From an optimization exercise on the open Yosys and OpenROAD flow, aimed at small area, a short achievable clock period and few clock cycles; shortcuts taken in it are not production practice.
In this exercise RTL edits were held to simulation tests only and were not proved equivalent to the original.
Power and IR drop assume default switching activity.

== build 65 ==
Design s_expression_tokenizer, start of the top module:
module s_expression_tokenizer (
   input  logic        clock,
   input  logic        reset,
   input  logic        req_valid,
   output logic        req_ready,
   input  logic        req_kind,
   input  logic [7:0]  req_byte_req,
   output logic        rsp_valid,
   input  logic        rsp_ready,
   output logic [2:0]  rsp_token,
   output logic [7:0]  rsp_char_out,
   output logic [63:0] rsp_int_value,
   output logic [1:0]  rsp_error_code,
   output logic [5:0]  rsp_level,
   output logic        rsp_last
);
   sexp_pkg::phase_type phase_ff, phase_in;
   logic [5:0]  depth_ff, depth_in;
   logic        digits_ff, digits_in;
   logic        sat_ff, sat_in;
   logic [63:0] accum_ff, accum_in;
   logic        in_vld_ff;
   logic        in_kind_ff;
   logic [7:0]  in_chr_ff;
   logic        valid_ff;
   sexp_pkg::token_type tok_ff, tok_in;
   logic [7:0]  chr_ff, chr_in;
   logic [1:0]  err_ff, err_in;
   logic        last_ff, last_in;
   logic        out_free;
   logic        step;
   logic        emit;
   logic        consume;
   logic        k;
   logic [7:0]  c;
   logic        quiet;
   sexp_pkg::phase_type quiet_ph;
   logic [7:0]  esc_chr;
   logic        esc_ok;
   logic [67:0] prod;
   logic        ovf;
   assign k        = in_kind_ff;
   assign c        = in_chr_ff;
   assign out_free = !valid_ff || rsp_ready;
   assign step     = in_vld_ff && out_free;
   assign quiet    = !k && (sexp_pkg::is_ws(c) || (c == sexp_pkg::CH_SEMI) ||
                            (c == sexp_pkg::CH_QUOTE));
   assign quiet_ph = sexp_pkg::is_ws(c) ? sexp_pkg::PH_LIST :
                     (c == sexp_pkg::CH_SEMI) ? sexp_pkg::PH_COMMENT : sexp_pkg::PH_STRING;
   always_comb begin
      esc_ok  = 1'b1;
      esc_chr = c;
      unique case (c)
         sexp_pkg::CH_BSLASH:  esc_chr = sexp_pkg::CH_BSLASH;
         sexp_pkg::CH_QUOTE:   esc_chr = sexp_pkg::CH_QUOTE;
         sexp_pkg::CH_LOWER_N: esc_chr = sexp_pkg::CH_LF;
         sexp_pkg::CH_LOWER_R: esc_chr = sexp_pkg::CH_CR;
         sexp_pkg::CH_LOWER_T: esc_chr = sexp_pkg::CH_TAB;
         default:              esc_ok  = 1'b0;
      endcase
   end
   assign prod = ({4'd0, accum_ff} << 3) + ({4'd0, accum_ff} << 1) + {64'd0, c[3:0]};
   assign ovf  = (accum_ff > 64'h1999_9999_9999_9999) ||
                 ((accum_ff == 64'h1999_9999_9999_9999) && (c[3:0] > 4'd5));
   always_comb begin
  ...
For scale: about 1,200 cells after synthesis, ~100 flip-flops.
Settings: LEC_CHECK=0, CAP_MARGIN=20, CORE_MARGIN=2, CORE_UTILIZATION=40, SLEW_MARGIN=20; clock period 5.0 ns.
run.sh (not shown) runs the stock make flow with config.mk's settings and CLKGATE_MAP_FILE= SYNTH_SCRIPT=/design/flow/synth_recipe.tcl, a recipe that flattens the netlist after the stock synthesis.
Build 65 completed end to end with timing, DRC and antenna clean.
Testbench counts of build 65, summed over its fixed seeds: cycles 20,739.
The following lists how build 92 was set up differently from build 65:
Settings: SETUP_SLACK_MARGIN now 1.5, previously not set; ABC_CLOCK_PERIOD_IN_PS now 3000, previously not set.
## What came out
Min post-cts repair resize count across build 92 and build 65: build 65
Compared with build 65, in build 92 number of clock sinks seen by CTS barely changed; global routing met1 resource utilization up 1.0 points; clock network latency to the later pin of the worst-skew pair now sits at about the same level; non-clock buffer count higher.
Final core utilization delta for build 92 relative to build 65: 3.1 points higher
Build 92 reports its leading cell type in the layout, fill and taps excluded as nor2_1 while build 65 reports ha_1.
diff inputs: build 92 => build 88
Settings: swapping 1.5 for 2.5 in SETUP_SLACK_MARGIN; clearing ABC_CLOCK_PERIOD_IN_PS, which used to be 3000.
==> comparison <==
- Compared to build 92, build 88 has non-clock buffer count about 100% higher.
- Combined buffer and inverter count along the critical path: lower on build 92
- In build 88 relative to build 92, final area had gone up by more than 10%.
- Re total power: build 92 and build 88 aren't equal, and the higher value belongs to build 88.
- Core utilization: build 88 higher than build 92
- On clock network area share: build 88 sits below build 92.
- No stage failed in build 88, and the final checks on the layout all came back clean.
- Build 92 | status: complete | timing, DRC, antenna: pass

==> static timing again, ports no longer ideal <==
No port has a modelled driver above. Below, the same layouts with a new extraction and two added sets of constraints.
Step 1 sets driving cells, clkbuf_16 on the clock port and buf_2 on the other inputs (assumed; they add their load-dependent delay and slew).
Step 2 times the ports against the registers' clock, not the clock port: input delays grow and output delays shrink by t, the midpoint of the rising clock arrivals with the driver on.
a / b / c = no drivers / after step 1 / after step 2; a / b = the first two.
| run | t (ns) | setup slack, ns | hold slack, ns | cell pins on the clock port's net |
|---|---|---|---|---|
| build 65 | 0.413 | 0.382 / 0.334 / 0.747 | 0.544 / 0.544 / 0.544 | 1 |
| build 92 | 0.407 | 1.556 / 1.508 / 1.579 | 0.554 / 0.554 / 0.554 | 1 |
| build 88 | 0.417 | 1.549 / 1.498 / 1.567 | 0.553 / 0.553 / 0.553 | 1 |
After both steps every run listed still meets setup and hold.
